This is an optimization exercise on Yosys and OpenROAD, whose aim is small area, a short achievable clock period and few clock cycles, not a production implementation. Function was not checked in any run shown here: the RTL went through the layout flow alone. Power and IR drop assume default switching activity.

**flow/config.mk**
```make
export PLATFORM = sky130hd
export DESIGN_NAME = ppc_relocation_patcher_top
export DESIGN_NICKNAME = ppc_relocation_patcher_top
export VERILOG_FILES = /design/flow/design.v
export SDC_FILE = /design/flow/constraint.sdc
export NUM_CORES = 4
export LEC_CHECK = 0
export CAP_MARGIN = 20
export CORE_MARGIN = 2
export CORE_UTILIZATION = 40
export SETUP_SLACK_MARGIN = 2.5
export SLEW_MARGIN = 20
```
**flow/constraint.sdc**
```tcl
create_clock -name core_clock -period 6.0 [get_ports {clk}]
set_input_delay 1.2000 -clock core_clock [delete_from_list [all_inputs] [get_ports {clk}]]
set_output_delay 1.2000 -clock core_clock [all_outputs]
set_load 0.01 [all_outputs]
```
**flow/design.v**
```verilog
package ppcrp_pkg;
	typedef struct packed {
		logic               op;
		logic [7:0]         reloc_type;
		logic [31:0]        section_base;
		logic [31:0]        place_offset;
		logic signed [31:0] addend;
		logic [31:0]        symbol_value;
		logic [31:0]        old_word;
	} req_t;
	typedef struct packed {
		logic [2:0]  status;
		logic [1:0]  write_size;
		logic [31:0] write_addr;
		logic [31:0] write_data;
		logic        last;
	} res_t;
	typedef struct packed {
		logic        sizing;   
		logic        base0;    
		logic        none;     
		logic        a32;      
		logic        r32;      
		logic        half;     
		logic [1:0]  hsel;     
		logic        br;       
		logic        rel;      
		logic        is14;     
		logic [31:0] p;        
		logic [31:0] sa;       
		logic [25:0] add;      
		logic [17:0] old;      
	} slot_t;
	typedef struct packed {
		logic        far;      
		logic        rel;      
		logic        is14;     
		logic [25:0] add;      
		logic [2:0]  status;
		logic [1:0]  size;
		logic [31:0] addr;     
		logic [31:0] data;     
		logic [31:0] target;   
	} cmd_t;
	localparam logic OP_APPLY = 1'b0;
	localparam logic OP_SIZE  = 1'b1;
	localparam logic [2:0] ST_OK     = 3'd0;
	localparam logic [2:0] ST_CACHE  = 3'd1;
	localparam logic [2:0] ST_ADD    = 3'd2;
	localparam logic [2:0] ST_NOROOM = 3'd3;
	localparam logic [2:0] ST_UNSUP  = 3'd4;
	localparam logic [1:0] SZ_NONE = 2'd0;
	localparam logic [1:0] SZ_HALF = 2'd1;
	localparam logic [1:0] SZ_WORD = 2'd2;
	localparam logic [7:0] R_NONE       = 8'd0;
	localparam logic [7:0] R_ADDR32     = 8'd1;
	localparam logic [7:0] R_ADDR24     = 8'd2;
	localparam logic [7:0] R_ADDR16_LO  = 8'd4;
	localparam logic [7:0] R_ADDR16_HI  = 8'd5;
	localparam logic [7:0] R_ADDR16_HA  = 8'd6;
	localparam logic [7:0] R_ADDR14     = 8'd7;
	localparam logic [7:0] R_REL24      = 8'd10;
	localparam logic [7:0] R_REL14      = 8'd11;
	localparam logic [7:0] R_REL32      = 8'd26;
	localparam logic [7:0] R_SDAREL16   = 8'd32;
	localparam logic [7:0] R_TPREL16_LO = 8'd70;
	localparam logic [7:0] R_TPREL16_HI = 8'd71;
	localparam logic [7:0] R_TPREL16_HA = 8'd72;
	localparam logic [1:0] CFG_SMALL_BASE  = 2'd0;
	localparam logic [1:0] CFG_TRAMP_START = 2'd1;
	localparam logic [1:0] CFG_TRAMP_END   = 2'd2;
	localparam logic [31:0] INSN_LIS   = 32'h3d800000;
	localparam logic [31:0] INSN_ORI   = 32'h618c0000;
	localparam logic [31:0] INSN_MTCTR = 32'h7d8903a6;
	localparam logic [31:0] INSN_BCTR  = 32'h4e800420;
	localparam logic [31:0] MASK14     = 32'h0000fffc;
	localparam logic [31:0] MASK24     = 32'h03fffffc;
	localparam logic [32:0] VENEER_BYTES = 33'd16;
	function automatic logic [63:0] csa(input logic [31:0] a, input logic [31:0] b,
			input logic [31:0] c, input logic cin);
		logic [31:0] s;
		logic [31:0] k;
		s = a ^ b ^ c;
		k = (a & b) | (a & c) | (b & c);
		csa = {s, k[30:0], cin};
	endfunction
	function automatic logic [32:0] sk_carry(input logic [31:0] a, input logic [31:0] b,
			input logic cin);
		logic [31:0] g;
		logic [31:0] p;
		g    = a & b;
		p    = a ^ b;
		g[0] = g[0] | (p[0] & cin);
		for (int l = 0; l < 5; l++) begin
			for (int i = 0; i < 32; i++) begin
				if (((i >> l) & 1) == 1) begin
					g[i] = g[i] | (p[i] & g[((i >> l) << l) - 1]);
					p[i] = p[i] & p[((i >> l) << l) - 1];
				end
			end
		end
		sk_carry = {g, cin};
	endfunction
	function automatic logic [31:0] sk_add(input logic [31:0] a, input logic [31:0] b,
			input logic cin);
		logic [32:0] c;
		c      = sk_carry(a, b, cin);
		sk_add = a ^ b ^ c[31:0];
	endfunction
endpackage
module ppcrp_front (
	input  logic            clk,
	input  logic            arst_n,
	input  logic            push,
	output logic            full,
	input  ppcrp_pkg::req_t req,
	input  logic            take,
	output logic            valid,
	output ppcrp_pkg::slot_t slot
);
	logic             valid_q;
	logic             accept;
	logic [7:0]       t;
	ppcrp_pkg::slot_t s;
	assign full   = valid_q && !take;
	assign accept = push && !full;
	assign valid  = valid_q;
	always_comb begin
		t        = req.reloc_type;
		s.sizing = (req.op == ppcrp_pkg::OP_SIZE);
		s.base0  = (req.section_base == 32'd0);
		s.none   = (t == ppcrp_pkg::R_NONE);
		s.a32    = (t == ppcrp_pkg::R_ADDR32);
		s.r32    = (t == ppcrp_pkg::R_REL32);
		s.half   = (t == ppcrp_pkg::R_ADDR16_LO) || (t == ppcrp_pkg::R_TPREL16_LO) ||
		           (t == ppcrp_pkg::R_ADDR16_HI) || (t == ppcrp_pkg::R_TPREL16_HI) ||
		           (t == ppcrp_pkg::R_ADDR16_HA) || (t == ppcrp_pkg::R_TPREL16_HA) ||
		           (t == ppcrp_pkg::R_SDAREL16);
		s.hsel[0] = (t == ppcrp_pkg::R_ADDR16_HI) || (t == ppcrp_pkg::R_TPREL16_HI) ||
		            (t == ppcrp_pkg::R_SDAREL16);
		s.hsel[1] = (t == ppcrp_pkg::R_ADDR16_HA) || (t == ppcrp_pkg::R_TPREL16_HA) ||
		            (t == ppcrp_pkg::R_SDAREL16);
		s.rel    = (t == ppcrp_pkg::R_REL24) || (t == ppcrp_pkg::R_REL14);
		s.br     = (t == ppcrp_pkg::R_ADDR24) || (t == ppcrp_pkg::R_ADDR14) || s.rel;
		s.is14   = (t == ppcrp_pkg::R_ADDR14) || (t == ppcrp_pkg::R_REL14);
		s.p      = ppcrp_pkg::sk_add(req.section_base, req.place_offset, 1'b0);
		s.sa     = ppcrp_pkg::sk_add(req.symbol_value, req.addend, 1'b0);
		s.add    = req.addend[25:0];
		s.old    = {req.old_word[31:16], req.old_word[1:0]};
	end
	always_ff @(posedge clk or negedge arst_n) begin
		if (!arst_n) begin
			valid_q <= 1'b0;
		end else if (accept) begin
			valid_q <= 1'b1;
		end else if (take) begin
			valid_q <= 1'b0;
		end
	end
	always_ff @(posedge clk) begin
		if (accept) begin
			slot <= s;
		end
	end
endmodule
module ppcrp_classify (
	input  ppcrp_pkg::slot_t slot,
	input  logic [15:0]      small_base,
	output ppcrp_pkg::cmd_t  cmd
);
	logic        far;
	logic        far_rel;
	logic        far_abs;
	logic [31:0] d;
	logic [31:0] nb;
	logic [31:0] x;
	logic [31:0] o;
	logic [31:0] n;
	logic [32:0] dc;
	logic [15:0] hw;
	logic [15:0] sda;
	logic [15:0] ha;
	logic [31:0] mask;
	logic [31:0] oldw;
	logic [31:0] keep;
	logic [31:0] near_data;
	logic [31:0] other_data;
	logic        c15;
	logic        c25;
	logic        z14;
	logic        o14;
	logic        z24;
	logic        o24;
	logic        in14;
	logic        in24;
	always_comb begin
		nb   = ~slot.p;
		dc   = ppcrp_pkg::sk_carry(slot.sa, nb, 1'b1);
		d    = slot.sa ^ nb ^ dc[31:0];
		x    = slot.sa ^ nb;
		o    = slot.sa | nb;
		n    = slot.sa & nb;
		c15  = dc[15];
		c25  = dc[25];
		z14  = &(x[31:16] ~^ o[30:15]);
		o14  = &(x[31:16] ^ n[30:15]);
		z24  = &(x[31:26] ~^ o[30:25]);
		o24  = &(x[31:26] ^ n[30:25]);
		in14 = (x[15] ^ c15) ? o14 : z14;
		in24 = (x[25] ^ c25) ? o24 : z24;
		far_rel = slot.is14 ? !in14 : !in24;
		far_abs = slot.is14 ? (|slot.sa[31:16]) : (|slot.sa[31:26]);
		far     = slot.rel ? far_rel : far_abs;
		sda  = slot.sa[15:0] - small_base;
		ha   = slot.sa[31:16] + {15'd0, slot.sa[15]};
		mask = slot.is14 ? ppcrp_pkg::MASK14 : ppcrp_pkg::MASK24;
		oldw = {slot.old[17:2], 14'd0, slot.old[1:0]};
		keep = oldw & ~mask;
		case (slot.hsel)
			2'd0:    hw = slot.sa[15:0];
			2'd1:    hw = slot.sa[31:16];
			2'd2:    hw = ha;
			default: hw = sda;
		endcase
		near_data = keep | ((slot.rel ? d : slot.sa) & mask);
		if (slot.a32) begin
			other_data = slot.sa;
		end else if (slot.r32) begin
			other_data = d;
		end else if (slot.half) begin
			other_data = {16'd0, hw};
		end else begin
			other_data = near_data;
		end
		cmd.far    = 1'b0;
		cmd.rel    = slot.rel;
		cmd.is14   = slot.is14;
		cmd.add    = slot.add;
		cmd.status = ppcrp_pkg::ST_OK;
		cmd.size   = ppcrp_pkg::SZ_NONE;
		cmd.addr   = slot.p;
		cmd.target = slot.sa;
		cmd.data   = other_data;
		if (!(slot.a32 || slot.r32 || slot.half || slot.br || slot.none)) begin
			cmd.status = ppcrp_pkg::ST_UNSUP;
		end else if (slot.sizing) begin
			if (slot.br) begin
				cmd.status = slot.base0 ? ppcrp_pkg::ST_CACHE
				           : far ? ppcrp_pkg::ST_ADD : ppcrp_pkg::ST_OK;
			end
		end else if (slot.a32 || slot.r32 || (slot.br && !far)) begin
			cmd.size = ppcrp_pkg::SZ_WORD;
		end else if (slot.half) begin
			cmd.size = ppcrp_pkg::SZ_HALF;
		end else if (slot.br) begin
			cmd.far  = 1'b1;
			cmd.size = ppcrp_pkg::SZ_WORD;
		end
	end
endmodule
module ppcrp_queue (
	input  logic            clk,
	input  logic            arst_n,
	input  logic            push,
	output logic            full,
	input  ppcrp_pkg::cmd_t wdata,
	input  logic [31:0]     tnext,
	input  logic            room,
	input  logic            pop,
	output logic            empty,
	output ppcrp_pkg::cmd_t head,
	output logic            ven,
	output logic            noroom,
	output logic [1:0]      step,
	output logic            ven_pop
);
	logic            valid_q;
	logic            far_q;
	logic            ven_c;
	logic [1:0]      step_q;
	ppcrp_pkg::cmd_t cmd_q;
	logic            last_pop;
	logic            accept;
	logic            fix_q;
	logic [31:0]     mask;
	logic [63:0]     f1;
	logic [31:0]     f;
	logic [31:0]     fixed;
	assign ven_c    = far_q && ((step_q != 2'd0) || room);
	assign noroom   = far_q && (step_q == 2'd0) && !room;
	assign empty    = !valid_q;
	assign last_pop = valid_q && !ven_c && pop;
	assign ven_pop  = valid_q && ven_c && pop;
	assign full     = valid_q && !last_pop;
	assign accept   = push && !full;
	assign head     = cmd_q;
	assign ven      = ven_c;
	assign step     = step_q;
	always_comb begin
		mask  = cmd_q.is14 ? ppcrp_pkg::MASK14 : ppcrp_pkg::MASK24;
		f1    = ppcrp_pkg::csa(tnext, {6'd0, cmd_q.add},
		                       cmd_q.rel ? ~cmd_q.addr : 32'd0, cmd_q.rel);
		f     = ppcrp_pkg::sk_add(f1[63:32], f1[31:0], 1'b0);
		fixed = (cmd_q.data & ~mask) | (f & mask);
	end
	always_ff @(posedge clk or negedge arst_n) begin
		if (!arst_n) begin
			fix_q <= 1'b0;
		end else begin
			fix_q <= accept && wdata.far;
		end
	end
	always_ff @(posedge clk or negedge arst_n) begin
		if (!arst_n) begin
			valid_q <= 1'b0;
			far_q   <= 1'b0;
			step_q  <= 2'd0;
		end else if (accept) begin
			valid_q <= 1'b1;
			far_q   <= wdata.far;
			step_q  <= 2'd0;
		end else if (last_pop) begin
			valid_q <= 1'b0;
		end else if (ven_pop) begin
			step_q <= step_q + 2'd1;
			if (step_q == 2'd3) begin
				far_q <= 1'b0;
			end
		end
	end
	always_ff @(posedge clk) begin
		if (accept) begin
			cmd_q <= wdata;
		end else if (fix_q) begin
			cmd_q.data <= fixed;
		end
	end
endmodule
module ppcrp_back (
	input  ppcrp_pkg::cmd_t cmd,
	input  logic            ven,
	input  logic            noroom,
	input  logic [1:0]      step,
	input  logic [31:0]     tnext,
	output ppcrp_pkg::res_t res
);
	logic wr;
	always_comb begin
		wr             = (cmd.size != ppcrp_pkg::SZ_NONE);
		res.status     = cmd.status;
		res.write_size = cmd.size;
		res.write_addr = wr ? cmd.addr : 32'd0;
		res.write_data = wr ? cmd.data : 32'd0;
		res.last       = 1'b1;
		if (noroom) begin
			res.status     = ppcrp_pkg::ST_NOROOM;
			res.write_size = ppcrp_pkg::SZ_NONE;
			res.write_addr = 32'd0;
			res.write_data = 32'd0;
		end
		if (ven) begin
			res.status     = ppcrp_pkg::ST_OK;
			res.write_size = ppcrp_pkg::SZ_WORD;
			res.write_addr = tnext;
			res.last       = 1'b0;
			case (step)
				2'd0:    res.write_data = ppcrp_pkg::INSN_LIS | {16'd0, cmd.target[31:16]};
				2'd1:    res.write_data = ppcrp_pkg::INSN_ORI | {16'd0, cmd.target[15:0]};
				2'd2:    res.write_data = ppcrp_pkg::INSN_MTCTR;
				default: res.write_data = ppcrp_pkg::INSN_BCTR;
			endcase
		end
	end
endmodule
module ppc_relocation_patcher_top (
	input  logic            clk,
	input  logic            arst_n,
	input  logic            push,
	output logic            full,
	input  logic [168:0]    req,
	output logic            empty,
	input  logic            pop,
	output logic [69:0]     res,
	input  logic            cfg_valid,
	output logic            cfg_ready,
	input  logic [1:0]      cfg_index,
	input  logic [31:0]     cfg_data
);
	ppcrp_pkg::req_t  req_w;
	ppcrp_pkg::res_t  res_w;
	logic [15:0]      small_base_q;   
	logic [31:0]      tramp_end_q;
	logic [31:0]      tnext_q;
	logic             cfg_wr;
	logic             ven_pop;
	logic             room_q;
	logic             noroom;
	logic             s_valid;
	logic             s_take;
	logic             c_full;
	ppcrp_pkg::slot_t slot;
	ppcrp_pkg::cmd_t  cmd_d;
	ppcrp_pkg::cmd_t  cmd_q;
	logic             ven_q;
	logic [1:0]       step_q;
	assign req_w     = req;
	assign res       = res_w;
	assign cfg_ready = 1'b1;
	assign cfg_wr    = cfg_valid && cfg_ready;
	assign s_take    = s_valid && !c_full;
	always_ff @(posedge clk or negedge arst_n) begin
		if (!arst_n) begin
			small_base_q <= 16'd0;
			tramp_end_q  <= 32'd0;
		end else if (cfg_wr) begin
			case (cfg_index)
				ppcrp_pkg::CFG_SMALL_BASE: small_base_q <= cfg_data[15:0];
				ppcrp_pkg::CFG_TRAMP_END:  tramp_end_q  <= cfg_data;
				default: ;
			endcase
		end
	end
	always_ff @(posedge clk or negedge arst_n) begin
		if (!arst_n) begin
			tnext_q <= 32'd0;
		end else if (cfg_wr && (cfg_index == ppcrp_pkg::CFG_TRAMP_START)) begin
			tnext_q <= cfg_data;
		end else if (ven_pop) begin
			tnext_q <= tnext_q + 32'd4;
		end
	end
	always_ff @(posedge clk or negedge arst_n) begin
		if (!arst_n) begin
			room_q <= 1'b0;
		end else begin
			room_q <= ({1'b0, tnext_q} + ppcrp_pkg::VENEER_BYTES) <= {1'b0, tramp_end_q};
		end
	end
	ppcrp_front u_front (
		.clk    (clk),
		.arst_n (arst_n),
		.push   (push),
		.full   (full),
		.req    (req_w),
		.take   (s_take),
		.valid  (s_valid),
		.slot   (slot)
	);
	ppcrp_classify u_classify (
		.slot       (slot),
		.small_base (small_base_q),
		.cmd        (cmd_d)
	);
	ppcrp_queue u_queue (
		.clk     (clk),
		.arst_n  (arst_n),
		.push    (s_valid),
		.full    (c_full),
		.wdata   (cmd_d),
		.tnext   (tnext_q),
		.room    (room_q),
		.pop     (pop),
		.empty   (empty),
		.head    (cmd_q),
		.ven     (ven_q),
		.noroom  (noroom),
		.step    (step_q),
		.ven_pop (ven_pop)
	);
	ppcrp_back u_back (
		.cmd   (cmd_q),
		.ven   (ven_q),
		.noroom (noroom),
		.step  (step_q),
		.tnext (tnext_q),
		.res   (res_w)
	);
endmodule
```
**flow/flow/run.sh**
```bash
#!/bin/bash
# Standard layout with smaller port buffers. Each ORFS step keeps its own
# log under orfs/logs; make's output goes to flow.log.
set -o pipefail
bash standard.sh \
	BUFFER_PORTS_ARGS="-buffer_cell sky130_fd_sc_hd__buf_2" \
	finish > flow.log 2>&1
```
**flow/standard.sh**
```bash
#!/bin/bash
# synth_recipe.tcl (not shown) runs the flow's synth.tcl, then flattens the netlist and writes it again
# the make line also repeats each setting of config.mk as NAME=value (left out here)
make -C /OpenROAD-flow-scripts/flow DESIGN_CONFIG=/design/flow/config.mk WORK_HOME=/design/flow/orfs CLKGATE_MAP_FILE= SYNTH_SCRIPT=/design/flow/synth_recipe.tcl "${@:-finish}"
```
==> reports/metrics.cfg, run 1 <==
[cts]
clkSlewWorstSetupHoldPaths_ns = 0.06
htreeDepth = 2
numCtsBuffers = 39
cts_sinks = 335
hold_buffers = 0
worstSkewPairLatency_ns = 0.57
cts_tree = yes
cts_root_buf = clkbuf_16
cts_max_path_buffers = 3

[hold_path]
hold_path_end = u_queue.cmd_q[111]
min_from = u_front.slot[28]
min_path_cells = 0
min_path_type = reg2reg

[synth]
synth_cell_type_count = 95
synth_edf_count = 248
yosysWarnings = 5
netlist_top_cells_area = edfxtp_1 33%, ha_1 10%, dfrtp_1 9.7%
ys_ff_latch = 335
yosysTopAreaCell = edfxtp_1
syn_inst = 2169
synth_top_area_share_pct = 33.1
synth_fp_nets = 2617
synth-main-ff-cell = edfxtp_1
syn_area_mm2 = 0.0225
avgSynthCellArea_um2 = 10.4
yosysSeqAreaShare_pct = 42.7
async_flop_share_pct = 26.0

[worst_setup_path]
critPathMaxFanout = 8
crit_path_start_kind = register
r2r_cells = 16
r2r_slack_ns = 1.97
crit_path_end_kind = register
crit_type = reg2reg
arrival_ns = 4.46
required_ns = 6.43
r2r-start = u_queue.cmd_q[128]

[timing]
hold_viol_final = 0
setup_viol = 0
tightest_slew_ns = 1.07
max_freq_mhz = 248
finalMaxSlewViolations = 0
fin_tns_setup_ns = 0
rsz0062_at_grt = yes
fin_crit_sh_pct = 67.2
max_slew_margin_pct = 28.6
hold_ws_ns = 0.412
skew_ns = 0.0245
period_minus_slack_ns = 4.03

[placed_design]
io_buffer_count = 265
hpwl_um = 58100
gp_congestion = 0.938

[cells_and_area]
layout_common_cells = 260 x buf_2, 248 x edfxtp_1, 173 x ha_1, 171 x inv_1
final_common_cell = buf_2
insertedDiodeCount = 0
syn2layout_area_growth_pct = 23.5
nFillCells = 5075
drive_above_1_share_pct = 26.2
fin_nets = 2968

[floorplanning]
ioPinCount = 281
core_area_mm2 = 0.0554
rows = 86
die_h_um = 241
die_w_um = 241
start_util_pct = 40.6
die-area_mm2 = 0.0582

[global_route]
gr-total-overflow = 0
grt_max_degree = 123
grt_usage_pct = 26.3
grt_pass1_wl_um = 112000
antenna_found_initial = 2
grt_pass1_vias = 17996

[power_and_ir_drop]
power-per-cell-area_mw_per_mm2 = 329
power_frac_clock_pct = 26.7
p_sw_mw = 3.31
share_seq_of_total_power_pct = 35.6
vdd_ir_drop_max_v = 0.000210
p_comb_share_pct = 37.8
leakage_nw = 11.8
swShare_pct = 36.2
internal-power_mw = 5.83

[routing]
drc = 0
ant_nets = 0
drt_first_pass_iters = 6
wl_per_cell_um = 23.5
viasPerCell = 5.58
vias = 18397
drtIter0Drc = 1519
wl_um = 77500

[run_status]
status = finished clean

[job]
drv_cap = 0

[per-stage QoR]
step / instances / setup WS (ns) / total power, mW / instance area, um2 / utilization (%)
global placement: 3126 / 1.39 / 6.11 / 24700 / 44.6
finish: 3298 / 1.97 / 9.14 / 27800 / 50.2
global route: 3298 / 1.85 / 9.59 / 27800 / 50.2
floorplan: 2169 / 2.03 / 5.11 / 22600 / -
detailed placement: 3126 / 1.36 / 6.16 / 24700 / 44.6
CTS: 3267 / 2.02 / 8.91 / 27100 / 48.9
[layout make-up]
cell class,count,area [um2],area share (%)
Multi-Input combinational cell,1577,12900,46.3
Sequential cell,335,9630,34.6
Timing Repair Buffer,383,2350,8.45
Clock buffer,43,991,3.57
Tap cell,748,936,3.37
Inverter,184,708,2.55
Clock inverter,28,304,1.09
[logic make-up after synthesis]
group	count (synthesis)	share of synthesized area (%)
simple gates	577	12.6
compound gates	523	15.3
flops	335	42.7
buf+inv	260	4.54
fa+ha+maj	240	15.1
xor+xnor	184	7.16
mux	49	2.56
other cells	1	0.0167
[routing by layer]
layer	routed length, um	up-vias	global-route usage [%]
li1	-	8508	-
met1	32900	9046	35.9
met2	36400	722	43.4
met3	6080	121	4.44
met4	2180	0	6.94
met5	0	-	0
[critical path, cell delays in order (launching register included)]
cell and delay (ns):
edfxtp_1 0.40, buf_6 0.17, nor2b_4 0.13, fa_1 0.54
ha_4 0.22, a21o_1 0.15, a21o_1 0.18, a21oi_2 0.16
a21boi_2 0.11, o21a_1 0.22, o21a_1 0.21, o21a_1 0.18
or2_4 0.25, a21oi_4 0.13, fa_2 0.46, or3_1 0.35
o21ai_1 0.08
[synth_stat cells (all sizes together) (4+ instances only)]
cell,instances
edfxtp,248
ha,188
inv,181
nor2,156
nand2,151
a21oi,134
o21ai,127
xnor2,104
dfrtp,87
xor2,80
clkbuf,69
fa,52
nand3,45
nor3,44
nor2b,43
mux2,39
a21o,36
o21a,30
nand2b,28
a22o,27
a31oi,24
nand4,23
nor4,21
and3,20
a211oi,16
a221oi,16
a22oi,13
and2,13
o22ai,12
o211ai,10
o21bai,10
o31ai,10
or3,10
buf,7
mux2i,7
o221ai,7
or2,7
a41oi,6
a211o,5
and4,5
a2111oi,4
nand3b,4
o2111ai,4
o311a,4
o31a,4
[how the worst max path moves through the flow]
stage                        from          endpoint  slack (ns)  depth (start not counted)
6_report       u_queue.cmd_q[128]          register        1.97                         16
5_1_grt        u_queue.cmd_q[128]          register        1.85                         16
4_1_cts        u_queue.cmd_q[128]          register        2.02                         16
3_5_place_dp              req[32]  u_front.slot[75]        1.36                         14
3_3_place_gp              req[32]  u_front.slot[75]        1.39                         14
2_1_floorplan  u_queue.cmd_q[128]          register        2.03                         16
[sequential cells by signal, summed over array words and instances, names as in the netlist, named ones only]
signal	flops
small_base_q	16
tramp_end_q	32
u_queue.far_q	1
room_q	1
u_queue.step_q	2
tnext_q	32
u_front.slot	119
u_front.valid_q	1
u_queue.cmd_q	119
u_queue.valid_q	1
u_queue.fix_q	1
[timing repair]
action | in CTS | in global routing
endpoints found under the setup margin | 382 | 94
gates cloned | 3 | 0
hold endpoints to repair | 0 | 0
buffers inserted | 67 | 31
pin swaps | 42 | 82
resized for setup | 128 | 106
[power groups by stage]
stage          Clock (mW)  Sequential (mW)  Combinational, mW
5_1_grt              2.57             3.28               3.75
6_report             2.44             3.25               3.45
4_1_cts              2.48             3.24               3.19
2_1_floorplan           0             3.11               2.01
3_3_place_gp            0             3.30               2.82
3_5_place_dp            0             3.30               2.86
==> run 2: changes to the inputs <==
--- a/flow/config.mk
+++ b/flow/config.mk
@@ -10,3 +10,3 @@
 export CORE_UTILIZATION = 40
-export SETUP_SLACK_MARGIN = 2.5
+export SETUP_SLACK_MARGIN = 2.0
 export SLEW_MARGIN = 20
==> run 2 against run 1 <==
Compared with the run above: still clean; global-route usage is 0.83 points lower; synthesized cell count did not move; non-clock buffer count is 70 lower; worst setup slack lost 0.069 ns.
==> reports/metrics.cfg, run 2 <==
[cts]
hold_buffers = 0  ; unchanged
cts_root_buf = clkbuf_16
worstSkewPairLatency_ns = 0.57  ; about the same
cts_sinks = 335  ; unchanged
htreeDepth = 2  ; unchanged
cts_tree = yes
numCtsBuffers = 40  ; +2.6%
cts_max_path_buffers = 3  ; unchanged
clkSlewWorstSetupHoldPaths_ns = 0.06  ; about the same

[cells_and_area]
seq_area_mm2 = 0.00963  ; unchanged
drive_above_1_share_pct = 20.3  ; -5.9 points
final_common_cell = buf_2
layout_common_cells = 264 x buf_2, 248 x edfxtp_1, 181 x ha_1, 179 x inv_1, 152 x nor2_1
fin_cells = 3227  ; -2.2%
multi_input_area_mm2 = 0.0121  ; -6.0%
nFillCells = 5180  ; +2.1%
syn2layout_area_growth_pct = 17.3
fin_util_pct = 47.6  ; -2.5 points
reg_top3 = u_front.slot (119), u_queue.cmd_q (119)
fin_nets = 2897  ; -2.4%
insertedDiodeCount = 0  ; unchanged

[worst_setup_path]
critPathMaxFanout = 7  ; -1
r2r_slack_ns = 1.90  ; -0.07 ns
crit_type = reg2reg
crit_path_end_kind = register
required_ns = 6.42  ; about the same
slowest_stage = fa_1
r2r-start = u_queue.cmd_q[128]
critical_path.max_stage_delay_ns = 0.56  ; +0.02 ns
crit_path_start_kind = register
crit_chain = buf_6, nor2b_4, fa_1, ha_4, a21o_1, a21o_1, a21oi_2, a21boi_2, o21a_1, o21a_1, o21a_1, or2_4, a21oi_4, fa_1, or3_1, o21ai_1
arrival_ns = 4.52  ; +0.06 ns
crit_top_cell = o21a_1
r2r_cells = 16  ; unchanged
startpoint = u_queue.cmd_q[128]

[power_and_ir_drop]
p_comb_share_pct = 34.6  ; -3.2 points
swShare_pct = 35.9  ; -0.31 points
share_seq_of_total_power_pct = 37.3  ; +1.7 points
internal-power_mw = 5.60  ; -3.9%
vdd_ir_drop_max_v = 0.000192  ; -8.8%
power_frac_clock_pct = 28.1  ; +1.4 points
p_sw_mw = 3.14  ; -5.2%
power_mw = 8.74  ; -4.3%
power-per-cell-area_mw_per_mm2 = 331  ; +0.70%
leakage_nw = 11.3  ; -4.3%

[routing]
drc = 0  ; unchanged
wl_um = 74100  ; -4.4%
wl_per_cell_um = 23.0  ; -2.3%
drt_first_pass_iters = 6  ; unchanged
ant_nets = 0  ; unchanged
viasPerCell = 5.57  ; -0.19%
drtIter0Drc = 1809  ; +19%
vias = 17966  ; -2.3%

[placed_design]
io_buffer_count = 265  ; unchanged
hpwl_um = 57100  ; -1.7%
gp_congestion = 0.966  ; +3.0%
post-place-cells = 3126  ; unchanged

[synth]
netlist_top_cells_area = edfxtp_1 33%, ha_1 10%, dfrtp_1 9.7%
yosysTopAreaCell = edfxtp_1
syn_inst = 2169  ; unchanged
ys_ff_latch = 335  ; unchanged
yosysSeqAreaShare_pct = 42.7  ; unchanged
synth_edf_count = 248  ; unchanged
avgSynthCellArea_um2 = 10.4  ; unchanged
yosysWarnings = 5  ; unchanged
synth_top_area_share_pct = 33.1  ; unchanged
synth_fp_nets = 2617  ; unchanged
yosys-top-cells-count = 248 x edfxtp_1, 188 x ha_1, 180 x inv_1
syn_area_mm2 = 0.0225  ; unchanged
synth_cell_type_count = 95  ; unchanged
yosysMostFrequentCell = edfxtp_1
synth-main-ff-cell = edfxtp_1
async_flop_share_pct = 26.0  ; unchanged

[timing]
period_minus_slack_ns = 4.10  ; +0.0686 ns
hold_viol_final = 0  ; unchanged
rsz0062_at_grt = yes
max_slew_margin_pct = 29.9  ; +1.3 points
tightest_slew_ns = 1.04  ; -0.0281 ns
fin_tns_setup_ns = 0  ; unchanged
max_freq_mhz = 244  ; -1.7%
finalMaxSlewViolations = 0  ; unchanged
skew_ns = 0.0234  ; -0.00111 ns
setup_viol = 0  ; unchanged
fin_crit_sh_pct = 68.4  ; +1.1 points

[global_route]
grt_usage_pct = 25.5  ; -0.83 points
grt_max_degree = 70  ; -43%
grt_pass1_vias = 17718  ; -1.5%
gr-total-overflow = 0  ; unchanged
antenna_found_initial = 1  ; -1
grt_pass1_wl_um = 109000  ; -3.0%

[hold_path]
min_path_type = reg2reg

[floorplanning]
core_area_mm2 = 0.0554  ; unchanged
die-area_mm2 = 0.0582  ; unchanged
start_util_pct = 40.6  ; unchanged
die_w_um = 241  ; unchanged
ioPinCount = 281  ; unchanged
rows = 86  ; unchanged
die_h_um = 241  ; unchanged

[run_status]
status = finished clean

[job]
drv_cap = 0  ; unchanged

run 2: changes by cell type in the layout (fill, tap and decap cells not counted), sizes merged:
cell      delta
inv          +2
bufinv       -1
clkbuf       -2
buf         -70
clkinv       +1
clkinvlp     +1
nand2b       -1
nor2         -1
run 2: metal layers:
metal | vias to the layer above | global-route usage, % | share of wire (%) | wire length (um)
li1 | 8359 | - | - | -
met1 | 8751 | 35.6 | 43 | 32000
met2 | 727 | 40.8 | 46 | 34200
met3 | 129 | 3.35 | 7.3 | 5410
met4 | 0 | 8.83 | 3.4 | 2530
met5 | - | 0 | 0 | 0
run 2: timing repair:
item / in CTS / in global routing
pin swaps: 18 / 27
gates resized for setup: 50 / 18
buffers inserted: 14 / 14
endpoints found under the setup margin: 109 / 22
cloned: 1 / 0
run 2: area by class of cell:
type                    instances  share of cell area [%]
clock inverters                31                    1.17
flip-flops and latches        335                    36.5
inverters                     184                    2.64
repair buffers                313                    6.51
multi-input cells            1575                    45.9
clock buffers                  41                    3.81
well taps                     748                    3.54
run 2: power by group through the flow:
stage,Clock (mW),Combinational (mW),Sequential (mW)
after floorplan,0,2.00,3.11
after CTS,2.49,2.94,3.26
after global routing,2.59,3.33,3.29
after detailed placement,0,2.84,3.30
after global placement,0,2.79,3.30
final,2.46,3.02,3.26
run 2: worst min-delay path by stage:
stage / startpoint / to / slack, ns / cells after the start
4_1_cts: u_front.slot[32] / u_queue.cmd_q[115] / 0.42 / 0
3_5_place_dp: u_front.slot[32] / u_queue.cmd_q[115] / 0.40 / 0
5_1_grt: u_front.slot[28] / u_queue.cmd_q[111] / 0.43 / 0
3_3_place_gp: u_front.slot[24] / u_queue.cmd_q[107] / 0.41 / 0
6_report: u_front.slot[32] / u_queue.cmd_q[115] / 0.42 / 0
2_1_floorplan: u_front.slot[18] / u_queue.cmd_q[101] / 0.40 / 0
run 2: critical path, delay by kind of cell, from the launching register on:
kind / cells / cell delay [ns]
adders and majority gates: 3 / 1.23
AOI/OAI and AO/OA: 9 / 1.40
buffers and inverters: 1 / 0.17
DFF: 1 / 0.41
and+or+nand+nor: 3 / 0.76
run 2: cell families (layout without fill, tap and decap cells):
| family | after synthesis | after routing | synth area share, % |
|---|---|---|---|
| buf+inv | 260 | 569 | 4.54 |
| other cells | 1 | 1 | 0.0167 |
| xor+xnor | 184 | 184 | 7.16 |
| fa+ha+maj | 240 | 240 | 15.1 |
| compound gates | 523 | 523 | 15.3 |
| simple gates | 577 | 578 | 12.6 |
| flops | 335 | 335 | 42.7 |
| mux | 49 | 49 | 2.56 |
run 2: stage by stage:
step / area, um2 / hold slack, ns / worst slack (ns)
global route: 26400 / 0.433 / 1.80
global placement: 24700 / 0.407 / 1.38
floorplan: 22600 / 0.400 / 2.05
finish: 26400 / 0.417 / 1.90
CTS: 26200 / 0.418 / 1.92
detailed placement: 24700 / 0.405 / 1.38
==> run 3: changes to the inputs <==
--- a/flow/design.v
+++ b/flow/design.v
@@ -271,5 +271,7 @@
 	output ppcrp_pkg::cmd_t head,
-	output logic            ven,
+	output logic [3:0]      vword,
+	output logic            vany,
 	output logic            noroom,
-	output logic [1:0]      step,
+	output logic            normal,
+	output logic            wr,
 	output logic            ven_pop
@@ -277,5 +279,7 @@
 	logic            valid_q;
-	logic            far_q;
-	logic            ven_c;
-	logic [1:0]      step_q;
+	logic [3:0]      v_q;       
+	logic            vany_q;    
+	logic            nor_q;     
+	logic            norm_q;    
+	logic            wr_q;      
 	ppcrp_pkg::cmd_t cmd_q;
@@ -283,2 +287,3 @@
 	logic            accept;
+	logic            ven_load;
 	logic            fix_q;
@@ -288,7 +293,5 @@
 	logic [31:0]     fixed;
-	assign ven_c    = far_q && ((step_q != 2'd0) || room);
-	assign noroom   = far_q && (step_q == 2'd0) && !room;
 	assign empty    = !valid_q;
-	assign last_pop = valid_q && !ven_c && pop;
-	assign ven_pop  = valid_q && ven_c && pop;
+	assign last_pop = valid_q && !vany_q && pop;
+	assign ven_pop  = valid_q && vany_q && pop;
 	assign full     = valid_q && !last_pop;
@@ -296,4 +299,8 @@
 	assign head     = cmd_q;
-	assign ven      = ven_c;
-	assign step     = step_q;
+	assign vword    = v_q;
+	assign vany     = vany_q;
+	assign noroom   = nor_q;
+	assign normal   = norm_q;
+	assign wr       = wr_q;
+	assign ven_load = wdata.far && room;
 	always_comb begin
@@ -307,22 +314,27 @@
 		if (!arst_n) begin
-			fix_q <= 1'b0;
-		end else begin
-			fix_q <= accept && wdata.far;
-		end
-	end
-	always_ff @(posedge clk or negedge arst_n) begin
-		if (!arst_n) begin
 			valid_q <= 1'b0;
-			far_q   <= 1'b0;
-			step_q  <= 2'd0;
-		end else if (accept) begin
-			valid_q <= 1'b1;
-			far_q   <= wdata.far;
-			step_q  <= 2'd0;
-		end else if (last_pop) begin
-			valid_q <= 1'b0;
-		end else if (ven_pop) begin
-			step_q <= step_q + 2'd1;
-			if (step_q == 2'd3) begin
-				far_q <= 1'b0;
+			v_q     <= 4'd0;
+			vany_q  <= 1'b0;
+			nor_q   <= 1'b0;
+			norm_q  <= 1'b0;
+			wr_q    <= 1'b0;
+			fix_q   <= 1'b0;
+		end else begin
+			fix_q <= accept && ven_load;
+			if (accept) begin
+				valid_q <= 1'b1;
+				v_q     <= {3'd0, ven_load};
+				vany_q  <= ven_load;
+				nor_q   <= wdata.far && !room;
+				norm_q  <= !wdata.far;
+				wr_q    <= !wdata.far && (wdata.size != ppcrp_pkg::SZ_NONE);
+			end else if (last_pop) begin
+				valid_q <= 1'b0;
+			end else if (ven_pop) begin
+				v_q    <= {v_q[2:0], 1'b0};
+				if (v_q[3]) begin
+					vany_q <= 1'b0;
+					norm_q <= 1'b1;
+					wr_q   <= 1'b1;
+				end
 			end
@@ -333,4 +345,5 @@
 			cmd_q <= wdata;
-		end else if (fix_q) begin
-			cmd_q.data <= fixed;
+		end
+		if (accept || fix_q) begin
+			cmd_q.data <= fix_q ? fixed : wdata.data;
 		end
@@ -340,5 +353,7 @@
 	input  ppcrp_pkg::cmd_t cmd,
-	input  logic            ven,
+	input  logic [3:0]      vword,
+	input  logic            vany,
 	input  logic            noroom,
-	input  logic [1:0]      step,
+	input  logic            normal,
+	input  logic            wr,
 	input  logic [31:0]     tnext,
@@ -346,28 +361,14 @@
 );
-	logic wr;
 	always_comb begin
-		wr             = (cmd.size != ppcrp_pkg::SZ_NONE);
-		res.status     = cmd.status;
-		res.write_size = cmd.size;
-		res.write_addr = wr ? cmd.addr : 32'd0;
-		res.write_data = wr ? cmd.data : 32'd0;
-		res.last       = 1'b1;
-		if (noroom) begin
-			res.status     = ppcrp_pkg::ST_NOROOM;
-			res.write_size = ppcrp_pkg::SZ_NONE;
-			res.write_addr = 32'd0;
-			res.write_data = 32'd0;
-		end
-		if (ven) begin
-			res.status     = ppcrp_pkg::ST_OK;
-			res.write_size = ppcrp_pkg::SZ_WORD;
-			res.write_addr = tnext;
-			res.last       = 1'b0;
-			case (step)
-				2'd0:    res.write_data = ppcrp_pkg::INSN_LIS | {16'd0, cmd.target[31:16]};
-				2'd1:    res.write_data = ppcrp_pkg::INSN_ORI | {16'd0, cmd.target[15:0]};
-				2'd2:    res.write_data = ppcrp_pkg::INSN_MTCTR;
-				default: res.write_data = ppcrp_pkg::INSN_BCTR;
-			endcase
-		end
+		res.status     = ({3{normal}} & cmd.status) |
+		                 ({3{noroom}} & ppcrp_pkg::ST_NOROOM);
+		res.write_size = ({2{normal}} & cmd.size) |
+		                 ({2{vany}} & ppcrp_pkg::SZ_WORD);
+		res.write_addr = ({32{wr}} & cmd.addr) | ({32{vany}} & tnext);
+		res.write_data = ({32{wr}} & cmd.data) |
+		                 ({32{vword[0]}} & (ppcrp_pkg::INSN_LIS | {16'd0, cmd.target[31:16]})) |
+		                 ({32{vword[1]}} & (ppcrp_pkg::INSN_ORI | {16'd0, cmd.target[15:0]})) |
+		                 ({32{vword[2]}} & ppcrp_pkg::INSN_MTCTR) |
+		                 ({32{vword[3]}} & ppcrp_pkg::INSN_BCTR);
+		res.last       = !vany;
 	end
@@ -395,4 +396,8 @@
 	logic             ven_pop;
-	logic             room_q;
+	logic             room;
+	logic [3:0]       vword;
+	logic             vany;
 	logic             noroom;
+	logic             normal;
+	logic             wr;
 	logic             s_valid;
@@ -403,4 +408,2 @@
 	ppcrp_pkg::cmd_t  cmd_q;
-	logic             ven_q;
-	logic [1:0]       step_q;
 	assign req_w     = req;
@@ -431,9 +434,3 @@
 	end
-	always_ff @(posedge clk or negedge arst_n) begin
-		if (!arst_n) begin
-			room_q <= 1'b0;
-		end else begin
-			room_q <= ({1'b0, tnext_q} + ppcrp_pkg::VENEER_BYTES) <= {1'b0, tramp_end_q};
-		end
-	end
+	assign room = ({1'b0, tnext_q} + ppcrp_pkg::VENEER_BYTES) <= {1'b0, tramp_end_q};
 	ppcrp_front u_front (
@@ -460,3 +457,3 @@
 		.tnext   (tnext_q),
-		.room    (room_q),
+		.room    (room),
 		.pop     (pop),
@@ -464,5 +461,7 @@
 		.head    (cmd_q),
-		.ven     (ven_q),
+		.vword   (vword),
+		.vany    (vany),
 		.noroom  (noroom),
-		.step    (step_q),
+		.normal  (normal),
+		.wr      (wr),
 		.ven_pop (ven_pop)
@@ -470,8 +469,10 @@
 	ppcrp_back u_back (
-		.cmd   (cmd_q),
-		.ven   (ven_q),
+		.cmd    (cmd_q),
+		.vword  (vword),
+		.vany   (vany),
 		.noroom (noroom),
-		.step  (step_q),
-		.tnext (tnext_q),
-		.res   (res_w)
+		.normal (normal),
+		.wr     (wr),
+		.tnext  (tnext_q),
+		.res    (res_w)
 	);
==> run 3 against run 2 <==
Compared with the run above: clock power grew 8%; die area shrank 0.48%; non-clock buffer count shrank 4; final cell count shrank 1.9%; core utilization is essentially flat; synthesized cell count shrank 2.4%; worst setup slack gained 0.24 ns; critical path depth shrank 12; still clean on timing, DRC and antenna; combinational power shrank 4%.
==> reports/metrics.cfg, run 3 <==
[global_route]
grt_max_degree = 82  ; +17%
grt_pass1_vias = 17439  ; -1.6%
grt_pass1_wl_um = 111000  ; +1.6%
antenna_found_initial = 2  ; +1
grt_usage_pct = 25.9  ; +0.41 points
gr-total-overflow = 0  ; unchanged

[synth]
avgSynthCellArea_um2 = 10.6  ; +2.0%
synth_edf_count = 248  ; unchanged
syn_inst = 2117  ; -2.4%
yosysWarnings = 5  ; unchanged
syn_area_mm2 = 0.0224  ; -0.49%
ys_ff_latch = 339  ; +1.2%
yosysTopAreaCell = edfxtp_1
synth-main-ff-cell = edfxtp_1
netlist_top_cells_area = edfxtp_1 33%, dfrtp_1 10%, ha_1 10%
synth_fp_nets = 2558  ; -2.3%
synth_top_area_share_pct = 33.2  ; +0.16 points
synth_cell_type_count = 87  ; -8.4%
yosysSeqAreaShare_pct = 43.4  ; +0.66 points
yosysMostFrequentCell = edfxtp_1
async_flop_share_pct = 26.8  ; +0.87 points
yosys-top-cells-count = 248 x edfxtp_1, 181 x ha_1, 149 x inv_1

[cts]
cts_root_buf = clkbuf_16
worstSkewPairLatency_ns = 0.59  ; +0.02 ns
cts_tree = yes
cts_max_path_buffers = 3  ; unchanged
clkSlewWorstSetupHoldPaths_ns = 0.06  ; about the same
numCtsBuffers = 41  ; +2.5%
hold_buffers = 0  ; unchanged
cts_sinks = 339  ; +1.2%
htreeDepth = 2  ; unchanged

[placed_design]
post-place-cells = 3068  ; -1.9%
gp_congestion = 0.934  ; -3.4%
place_area_mm2 = 0.0245  ; -0.55%
io_buffer_count = 265  ; unchanged
pre_cts_ws_ns = 1.19  ; -0.186 ns
hpwl_um = 58200  ; +1.9%

[timing]
max_slew_margin_pct = 27.1  ; -2.8 points
setup_viol = 0  ; unchanged
fin_tns_setup_ns = 0  ; unchanged
tightest_slew_ns = 1.09  ; +0.0516 ns
finalMaxSlewViolations = 0  ; unchanged
period_minus_slack_ns = 3.86  ; -0.236 ns
fin_crit_sh_pct = 64.4  ; -3.9 points
hold_viol_final = 0  ; unchanged
setup_ws_ns = 2.14  ; +0.236 ns
hold_ws_ns = 0.415  ; -0.00174 ns
skew_ns = 0.0256  ; +0.00220 ns
rsz0062_at_grt = no
max_freq_mhz = 259  ; +6.1%

[cells_and_area]
insertedDiodeCount = 0  ; unchanged
layout_common_cells = 264 x buf_2, 248 x edfxtp_1, 179 x ha_1, 148 x inv_1, 142 x a21oi_1
reg_top3 = u_front.slot (119), u_queue.cmd_q (119)
syn2layout_area_growth_pct = 17.3  ; about the same
fin_cells = 3165  ; -1.9%
nFillCells = 5212  ; +0.62%
fin_area_mm2 = 0.0263  ; -0.45%
final_common_cell = buf_2
fin_nets = 2825  ; -2.5%
drive_above_1_share_pct = 19.8  ; -0.47 points
fin_util_pct = 47.6  ; about the same

[floorplanning]
die-area_mm2 = 0.0579  ; -0.48%
core_area_mm2 = 0.0552  ; -0.39%
die_h_um = 241  ; -0.24%
ioPinCount = 281  ; unchanged
rows = 86  ; unchanged
start_util_pct = 40.6  ; -0.041 points
die_w_um = 241  ; -0.24%

[worst_setup_path]
r2r-start = u_queue.cmd_q[128]
startpoint = u_queue.wr_q
required_ns = 4.80  ; -1.62 ns
critPathMaxFanout = 29  ; +22
crit_path_start_kind = register
crit_type = reg2out
r2r_cells = 14  ; -2
crit_path_end_kind = primary output
arrival_ns = 2.66  ; -1.86 ns
critPathCapture = res[1]
r2r_slack_ns = 2.17  ; +0.27 ns
regToRegEndpoint = u_queue.cmd_q[41]

[power_and_ir_drop]
power_frac_clock_pct = 30.1  ; +2.0 points
leakage_nw = 11.1  ; -1.6%
p_sw_mw = 3.10  ; -1.3%
share_seq_of_total_power_pct = 36.9  ; -0.4 points
p_comb_share_pct = 33.1  ; -1.5 points
power-per-cell-area_mw_per_mm2 = 335  ; +1.1%
power_mw = 8.80  ; +0.61%
vdd_ir_drop_max_v = 0.000186  ; -2.9%
swShare_pct = 35.2  ; -0.69 points
internal-power_mw = 5.70  ; +1.7%

[routing]
wl_per_cell_um = 23.7  ; +3.2%
wl_met3_um = 5460  ; +0.96%
vias = 17845  ; -0.67%
wl_met2_um = 34100  ; -0.27%
ant_nets = 0  ; unchanged
wl_um = 75000  ; +1.2%
drc = 0  ; unchanged
drt_first_pass_iters = 6  ; unchanged
met1Wirelength_um = 33400  ; +4.6%
top_layer = met5
viasPerCell = 5.64  ; +1.3%
drtIter0Drc = 1707  ; -5.6%

[hold_path]
min_from = u_front.slot[22]
min_path_type = reg2reg

[job]
drv_cap = 0  ; unchanged

[run_status]
status = finished clean

[run 3: cell types whose count changed after synthesis, sizes merged, moves of 11 or more]
cell	before	now
nand2	151	134
o21ai	127	91
nor2	156	141
o21a	30	16
a21oi	134	149
inv	181	149
a222oi	0	11
[run 3: metal layers]
| layer | global-route usage (%) | up-vias |
|---|---|---|
| li1 | - | 8301 |
| met1 | 36.6 | 8809 |
| met2 | 40.8 | 643 |
| met3 | 4.55 | 90 |
| met4 | 7.08 | 2 |
| met5 | 0 | - |
[run 3: power groups by stage]
| stage | logic, mW | registers, mW | clock network, mW |
|---|---|---|---|
| 6_report | 2.91 | 3.24 | 2.65 |
| 5_1_grt | 3.22 | 3.27 | 2.78 |
| 4_1_cts | 2.81 | 3.24 | 2.69 |
| 3_5_place_dp | 2.76 | 3.29 | 0 |
| 2_1_floorplan | 1.95 | 3.09 | 0 |
| 3_3_place_gp | 2.71 | 3.28 | 0 |
[run 3: cells by family after synthesis]
logic type	count (synthesis)	share of synthesized area [%]
AND/OR/NAND/NOR	549	12.2
AO/OA/AOI/OAI	529	16.0
flip-flops	339	43.4
buffers and inverters	236	4.02
adder cells (fa/ha/maj)	233	14.8
XOR/XNOR	181	7.11
multiplexers	49	2.51
other	1	0.0167
[run 3: how the worst min path moves through the flow]
stage                              end  slack, ns  cells past startpoint
floorplan           u_queue.cmd_q[101]       0.40                      0
global placement    u_queue.cmd_q[105]       0.41                      0
detailed placement  u_queue.cmd_q[114]       0.40                      0
CTS                 u_queue.cmd_q[114]       0.42                      0
global route        u_queue.cmd_q[122]       0.42                      0
finish              u_queue.cmd_q[105]       0.41                      0
[run 3: timing repair]
| action | in CTS | in global routing |
|---|---|---|
| pin swaps | 2 | 8 |
| buffers inserted | 5 | 16 |
| endpoints found under the setup margin | 20 | 22 |
| resized for setup | 9 | 33 |
[run 3: final cells by class]
type | count | area [um2] | share of cell area, %
clock buffer | 49 | 1080 | 4.10
clock inverter | 27 | 345 | 1.31
inverter | 151 | 569 | 2.17
multi-input combinational | 1542 | 11900 | 45.5
sequential | 339 | 9740 | 37.1
tap | 748 | 936 | 3.56
timing repair buffer | 309 | 1670 | 6.36
[run 3: critical path, stage by stage, from the launching register on]
cell and delay, ns:
dfrtp_4 0.62, buf_4 0.31, a222oi_1 0.86, inv_1 0.10, buf_2 0.18
==> run 4: changes to the inputs <==
--- a/flow/config.mk
+++ b/flow/config.mk
@@ -10,3 +10,3 @@
 export CORE_UTILIZATION = 40
-export SETUP_SLACK_MARGIN = 2.0
+export SETUP_SLACK_MARGIN = 2.5
 export SLEW_MARGIN = 20
==> run 4 against run 3 <==
Compared with the run above: sequential power is essentially flat; die area unchanged; highest routed layer is now met4; largest cell class unchanged; critical path type is now reg2reg; core utilization rose by 1.7 points.
==> reports/metrics.cfg, run 4 <==
[routing]
drtIter0Drc = 1788  ; +4.7%
ant_nets = 0  ; unchanged
wl_um = 76300  ; +1.7%
viasPerCell = 5.64  ; about the same
vias = 18162  ; +1.8%
wl_per_cell_um = 23.7  ; about the same
drt_first_pass_iters = 5  ; -1
drc = 0  ; unchanged

[cells_and_area]
nFillCells = 5114  ; -1.9%
fin_nets = 2882  ; +2.0%
layout_common_cells = 263 x buf_2, 248 x edfxtp_1, 172 x ha_1, 145 x inv_1
fin_util_pct = 49.4  ; +1.7 points
syn2layout_area_growth_pct = 21.6
reg_top3 = u_front.slot (119), u_queue.cmd_q (119)
final_common_cell = buf_2
drive_above_1_share_pct = 24.2  ; +4.3 points

[cts]
cts_max_path_buffers = 3  ; unchanged
clkSlewWorstSetupHoldPaths_ns = 0.06  ; about the same
cts_root_buf = clkbuf_16
cts_tree = yes
htreeDepth = 2  ; unchanged
hold_buffers = 0  ; unchanged
cts_sinks = 339  ; unchanged
numCtsBuffers = 41  ; unchanged
worstSkewPairLatency_ns = 0.59  ; about the same

[worst_setup_path]
slowest_stage = fa_1
crit_type = reg2reg
critical_path.max_stage_delay_ns = 0.44  ; -0.42 ns
arrival_ns = 4.06  ; +1.40 ns
critPathMaxFanout = 15  ; -48%
crit_path_start_kind = register
crit_path_end_kind = register
cp_top_family = compound AO/OA/AOI/OAI gates
crit_chain = buf_12, nor2b_1, fa_1, ha_1, a31o_4, a21oi_4, o22ai_4, o21a_1, or2_2, fa_2, xor2_1, nand2_1, o21ai_1, a221o_1
path_buf_inv = 1  ; -2
required_ns = 6.34  ; +1.54 ns

[timing]
max_slew_margin_pct = 33.1  ; +6.0 points
tightest_slew_ns = 1.00  ; -0.0940 ns
hold_ws_ns = 0.418  ; +0.00271 ns
rsz0062_at_grt = yes
finalMaxSlewViolations = 0  ; unchanged
period_minus_slack_ns = 3.72  ; -0.143 ns
setup_ws_ns = 2.28  ; +0.143 ns
setup_viol = 0  ; unchanged
max_freq_mhz = 269  ; +3.9%
skew_ns = 0.0199  ; -0.00568 ns
fin_crit_sh_pct = 62.0  ; -2.4 points
fin_tns_setup_ns = 0  ; unchanged
hold_viol_final = 0  ; unchanged

[global_route]
grt_pass1_wl_um = 111000  ; -0.11%
grt_usage_pct = 26.1  ; +0.19 points
gr-total-overflow = 0  ; unchanged
grt_pass1_vias = 17363  ; -0.44%
antenna_found_initial = 3  ; +1
grt_max_degree = 87  ; +6.1%

[synth]
avgSynthCellArea_um2 = 10.6  ; unchanged
syn_area_mm2 = 0.0224  ; unchanged
yosysMostFrequentCell = edfxtp_1
synth-main-ff-cell = edfxtp_1
yosysSeqAreaShare_pct = 43.4  ; unchanged
async_flop_share_pct = 26.8  ; unchanged
synth_fp_nets = 2558  ; unchanged
synth_cell_type_count = 87  ; unchanged
netlist_top_cells_area = edfxtp_1 33%, dfrtp_1 10%, ha_1 10%
synth_top_area_share_pct = 33.2  ; unchanged
yosysTopAreaCell = edfxtp_1
syn_inst = 2117  ; unchanged
ys_ff_latch = 339  ; unchanged
yosys-top-cells-count = 248 x edfxtp_1, 181 x ha_1, 149 x inv_1
yosysWarnings = 5  ; unchanged
synth_edf_count = 248  ; unchanged

[floorplanning]
core_area_mm2 = 0.0552  ; unchanged
die_h_um = 241  ; unchanged
die-area_mm2 = 0.0579  ; unchanged
rows = 86  ; unchanged
die_w_um = 241  ; unchanged
ioPinCount = 281  ; unchanged
start_util_pct = 40.6  ; unchanged

[placed_design]
io_buffer_count = 265  ; unchanged
gp_congestion = 0.916  ; -1.9%
hpwl_um = 58100  ; -0.22%
pre_cts_ws_ns = 1.46  ; +0.271 ns

[run_status]
status = finished clean

[job]
drv_cap = 0  ; unchanged

[power_and_ir_drop]
vdd_ir_drop_max_v = 0.000196  ; +5.1%
leakage_nw = 11.5  ; +3.4%
power_mw = 9.15  ; +4.0%
power-per-cell-area_mw_per_mm2 = 336  ; +0.33%

[hold_path]
min_path_type = reg2reg

==> run 4: changes by cell type in the layout (fill, tap and decap cells not counted), sizes merged <==
cell,previous run,this run
buf,309,365
clkinv,20,15
clkinvlp,1,5
clkbuf,49,47
bufbuf,0,1
diode,0,1
inv,150,151
==> run 4: per-stage QoR <==
stage               cells  cell area (um2)
global route         3221            27200
finish               3221            27200
CTS                  3189            26700
floorplan            2117            22500
detailed placement   3067            24600
global placement     3067            24600
==> run 4: layout make-up <==
class	count	area, um2	share of cell area, %
well taps	748	936	3.44
repair buffers	366	2190	8.04
flip-flops and latches	339	9750	35.8
inverters	151	572	2.10
clock inverters	27	345	1.27
multi-input cells	1542	12400	45.5
diodes	1	2.50	0.00919
clock buffers	47	1070	3.93
==> run 4: cell families (layout without fill, tap and decap cells) <==
| family | Yosys count | count (layout) | synth area share [%] |
|---|---|---|---|
| DFF | 339 | 339 | 43.4 |
| buffers and inverters | 236 | 591 | 4.02 |
| adders and majority gates | 233 | 233 | 14.8 |
| AOI/OAI and AO/OA | 529 | 529 | 16.0 |
| other | 1 | 2 | 0.0167 |
| xor gates and xnor gates | 181 | 181 | 7.11 |
| and+or+nand+nor | 549 | 549 | 12.2 |
| muxes | 49 | 49 | 2.51 |
==> run 4: metal layers <==
| layer | global-route usage (%) | wire length (um) | vias to the layer above |
|---|---|---|---|
| li1 | - | - | 8428 |
| met1 | 37.3 | 33300 | 8839 |
| met2 | 39.9 | 34200 | 762 |
| met3 | 3.57 | 5750 | 133 |
| met4 | 10.5 | 3030 | 0 |
| met5 | 0 | 0 | - |
==> run 4: repair_timing <==
action                     in CTS  in global routing
gates cloned                    1                  0
gates resized for setup        71                 56
setup endpoints to repair      58                 41
buffers inserted               47                 31
pin swaps                      42                 46
==> run 4: path summary, 6_finish.rpt <==
| path | from | to | slack [ns] | cells past startpoint |
|---|---|---|---|---|
| max | u_queue.cmd_q[128] | u_queue.cmd_q[41] | 2.28 | 14 |
| min | u_front.slot[33] | u_queue.cmd_q[116] | 0.42 | 0 |
| max reg2reg | u_queue.cmd_q[128] | u_queue.cmd_q[41] | 2.28 | 14 |
| min reg2reg | u_front.slot[33] | u_queue.cmd_q[116] | 0.42 | 0 |
| max in group asynchronous | arst_n | u_queue.wr_q | 4.19 | 2 |
| min in group asynchronous | arst_n | tramp_end_q[5] | 0.50 | 1 |
==> run 4: where the power goes <==
part | switching (mW) | leakage, nW | internal [mW] | total [mW]
Sequential | 0.312 | 3.44 | 2.89 | 3.21
Clock | 1.05 | 0.675 | 1.59 | 2.64
Combinational | 1.88 | 7.36 | 1.43 | 3.31
Total | 3.23 | 11.5 | 5.91 | 9.15
==> run 5: changes to the inputs <==
--- a/flow/config.mk
+++ b/flow/config.mk
@@ -7,2 +7,3 @@
 export LEC_CHECK = 0
+export ABC_AREA = 1
 export CAP_MARGIN = 20
@@ -10,3 +11,3 @@
 export CORE_UTILIZATION = 40
-export SETUP_SLACK_MARGIN = 2.5
+export SETUP_SLACK_MARGIN = 2.8
 export SLEW_MARGIN = 20
==> run 5 against run 4 <==
Compared with the run above: sequential power up 4%; combinational power up 15%; via count up 17%; non-clock buffer count down 4; critical path depth unchanged; sequential cell count unchanged; worst setup slack better by 0.46 ns; clock skew up 0.0050 ns; count of clock-buffer cells in the layout down 2; critical path type unchanged; largest cell class unchanged.
==> reports/metrics.cfg, run 5 <==
[placed_design]
gp_congestion = 0.990  ; +8.1%
place_area_mm2 = 0.0259  ; +5.2%
io_buffer_count = 265  ; unchanged
hpwl_um = 65700  ; +13%

[cells_and_area]
nFillCells = 5589  ; +9.3%
fin_area_mm2 = 0.0284  ; +4.3%
drive_above_1_share_pct = 20.2  ; -4.0 points
insertedDiodeCount = 0  ; -1
reg_top3 = u_front.slot (119), u_queue.cmd_q (119)
layout_common_cells = 565 x nand2_1, 391 x inv_1, 263 x buf_2, 248 x edfxtp_1, 175 x a21oi_1
syn2layout_area_growth_pct = 20.2
final_common_cell = nand2_1
fin_util_pct = 48.4  ; -0.93 points
fin_nets = 3538  ; +23%

[global_route]
grt_usage_pct = 27.5  ; +1.4 points
gr-total-overflow = 0  ; unchanged
grt_pass1_wl_um = 124000  ; +12%
antenna_found_initial = 4  ; +1
grt_pass1_vias = 20256  ; +17%
grt_max_degree = 71  ; -18%

[worst_setup_path]
crit_top_cell = nand2_2
cp_top_family = adder cells
crit_chain = buf_6, clkinv_8, nor2_4, fa_1, ha_1, a31o_2, nand3_2, nand2_2, nand4_1, o311ai_4, nand2_1, nand2_2, fa_2, a32o_1
crit_type = reg2reg
arrival_ns = 3.58  ; -0.48 ns
r2r_cells = 14  ; unchanged
critical_path.max_stage_delay_ns = 0.45  ; about the same
critPathMaxFanout = 7  ; -8
required_ns = 6.31  ; -0.03 ns
path_buf_inv = 2  ; +1
crit_path_start_kind = register
crit_cells = 14  ; unchanged
crit_path_end_kind = register
slowest_stage = fa_1

[timing]
max_freq_mhz = 306  ; +14%
max_slew_margin_pct = 24.1  ; -9.0 points
period_minus_slack_ns = 3.27  ; -0.455 ns
skew_ns = 0.0248  ; +0.00496 ns
tightest_slew_ns = 1.13  ; +0.134 ns
fin_tns_setup_ns = 0  ; unchanged
finalMaxSlewViolations = 0  ; unchanged
rsz0062_at_grt = yes
setup_viol = 0  ; unchanged
hold_viol_final = 0  ; unchanged
fin_crit_sh_pct = 54.4  ; -7.6 points

[routing]
viasPerCell = 5.43  ; -3.7%
ant_nets = 0  ; unchanged
wl_per_cell_um = 21.9  ; -7.3%
vias = 21169  ; +17%
wl_um = 85600  ; +12%
drt_first_pass_iters = 5  ; unchanged
drtIter0Drc = 1979  ; +11%
drc = 0  ; unchanged

[synth]
synth_top_area_share_pct = 31.5  ; -1.7 points
syn_inst = 2762  ; +30%
yosys-top-cells-count = 585 x nand2_1, 406 x inv_1, 248 x edfxtp_1
yosysWarnings = 5  ; unchanged
netlist_top_cells_area = edfxtp_1 32%, dfrtp_1 9.6%, ha_1 9.6%
synth_cell_type_count = 66  ; -24%
yosysMostFrequentCell = nand2_1
yosysTopAreaCell = edfxtp_1
synth_edf_count = 248  ; unchanged
synth-main-ff-cell = edfxtp_1
ys_ff_latch = 339  ; unchanged
yosysSeqAreaShare_pct = 41.1  ; -2.3 points
async_flop_share_pct = 26.8  ; unchanged
synth_fp_nets = 3203  ; +25%
syn_area_mm2 = 0.0236  ; +5.5%
avgSynthCellArea_um2 = 8.56  ; -19%

[floorplanning]
start_util_pct = 40.3  ; -0.30 points
die_h_um = 247  ; +2.7%
ioPinCount = 281  ; unchanged
die-area_mm2 = 0.0611  ; +5.4%
core_area_mm2 = 0.0587  ; +6.3%
rows = 89  ; +3.5%
die_w_um = 247  ; +2.7%

[power_and_ir_drop]
p_sw_mw = 3.81  ; +18%
internal-power_mw = 5.84  ; -1.2%
swShare_pct = 39.5  ; +4.1 points
power_frac_clock_pct = 25.9  ; -2.9 points
leakage_nw = 13.2  ; +15%
share_seq_of_total_power_pct = 34.7  ; -0.4 points
power-per-cell-area_mw_per_mm2 = 340  ; +1.2%
p_comb_share_pct = 39.5  ; +3.4 points
power_mw = 9.66  ; +5.6%
vdd_ir_drop_max_v = 0.000197  ; +0.42%

[cts]
cts_tree = yes
numCtsBuffers = 39  ; -4.9%
htreeDepth = 2  ; unchanged
worstSkewPairLatency_ns = 0.58  ; about the same
cts_root_buf = clkbuf_16
cts_sinks = 339  ; unchanged
hold_buffers = 0  ; unchanged
cts_max_path_buffers = 3  ; unchanged
clkSlewWorstSetupHoldPaths_ns = 0.07  ; about the same

[hold_path]
min_path_type = reg2reg
min_path_cells = 0  ; unchanged

[job]
drv_cap = 0  ; unchanged

[run_status]
status = finished clean

==> run 5: changes by cell type in the layout (fill, tap and decap cells not counted), sizes merged, moves of 38 or more <==
cell and delta:
a21oi +42, inv +260, xnor2 -76, nand2 +466
mux2 -38, o21ai +84, nor2 +60, nor2b -45
nand3 +113
==> run 5: final timing paths <==
path / slack (ns) / end / startpoint
setup reg to reg: 2.73 / register / u_queue.cmd_q[128]
max in group asynchronous: 4.20 / tnext_q[18] / arst_n
setup / recovery: 2.73 / register / u_queue.cmd_q[128]
min in group asynchronous: 0.62 / tnext_q[1] / arst_n
hold reg to reg: 0.41 / u_queue.cmd_q[105] / u_front.slot[22]
hold / removal: 0.41 / u_queue.cmd_q[105] / u_front.slot[22]
==> run 5: layout make-up <==
cell class	count	area [um2]	share of cell area [%]
Clock inverter	25	294	1.03
Sequential cell	339	9760	34.3
Clock buffer	45	1030	3.62
Timing Repair inverter	4	37.5	0.132
Multi-Input combinational cell	1941	12600	44.5
Timing Repair Buffer	362	2120	7.45
Inverter	410	1570	5.51
Tap cell	773	967	3.40
==> run 5: per-layer routing <==
metal,up-vias,wire [um],track usage [%]
met5,-,0,0
met4,0,3080,9.59
li1,9993,-,-
met2,829,39900,45.3
met3,152,5700,3.41
met1,10195,36900,37.3
==> run 5: power groups by stage <==
stage / Combinational (mW) / Clock [mW] / Sequential [mW]
after floorplan: 2.31 / 0 / 3.19
after global placement: 3.23 / 0 / 3.43
after detailed placement: 3.31 / 0 / 3.43
after CTS: 3.52 / 2.55 / 3.35
after global routing: 4.21 / 2.63 / 3.38
final: 3.81 / 2.50 / 3.35
==> run 5: cells by family after synthesis <==
| kind of cell | Yosys count | share of synthesized area (%) |
|---|---|---|
| other cells | 1 | 0.0159 |
| simple gates | 1086 | 20.1 |
| fa+ha+maj | 233 | 14.0 |
| compound gates | 502 | 12.6 |
| xor+xnor | 119 | 4.41 |
| flops | 339 | 41.1 |
| buf+inv | 482 | 7.81 |
==> run 5: timing repair <==
item / 4_1_cts / 5_1_grt
cloned: 2 / 2
resized for setup: 65 / 88
pin swaps: 12 / 36
endpoints found under the setup margin: 325 / 84
setup buffers: 32 / 47
==> run 5: per-stage QoR <==
step / setup slack, ns / std cells / hold WS, ns
6_report: 2.73 / 3899 / 0.413
3_5_place_dp: 1.76 / 3746 / 0.405
4_1_cts: 2.72 / 3850 / 0.411
3_3_place_gp: 1.80 / 3746 / 0.403
5_1_grt: 2.64 / 3899 / 0.422
2_1_floorplan: 2.00 / 2762 / 0.400

afterwards: timing with drivers on the ports:
Ports are ideal in the flow. The routed layouts listed here were re-timed in OpenROAD. Step 1 (the two cells are an assumption about what drives the block):
set clk [get_ports {clk}]
set_driving_cell -lib_cell sky130_fd_sc_hd__clkbuf_16 $clk
set_driving_cell -lib_cell sky130_fd_sc_hd__buf_2 [delete_from_list [all_inputs] $clk]
Step 2 moves the port delays by t, midway between the first and last clock arrival at a register: inputs arrive t later, outputs are due t later. That takes back most of the time a late clock gives input paths. Three values: ideal ports, drivers, drivers and shift; two values: the first two.
run | shift t [ns] | slack for setup (ns) | latest minus earliest clock arrival (ns)
run 1 | 0.618 | 1.967 / 1.967 / 1.944 | 0.024 / 0.024
run 2 | 0.620 | 1.899 / 1.899 / 1.702 | 0.025 / 0.024
run 3 | 0.633 | 2.135 / 2.077 / 1.680 | 0.026 / 0.026
run 4 | 0.633 | 2.279 / 2.279 / 2.048 | 0.024 / 0.025
run 5 | 0.621 | 2.734 / 2.734 / 2.290 | 0.026 / 0.027
After both steps setup and hold are still met in every run listed. The setup slack of run 3, which loses most, moves by -0.058 ns with the drivers and by -0.455 ns with both steps.
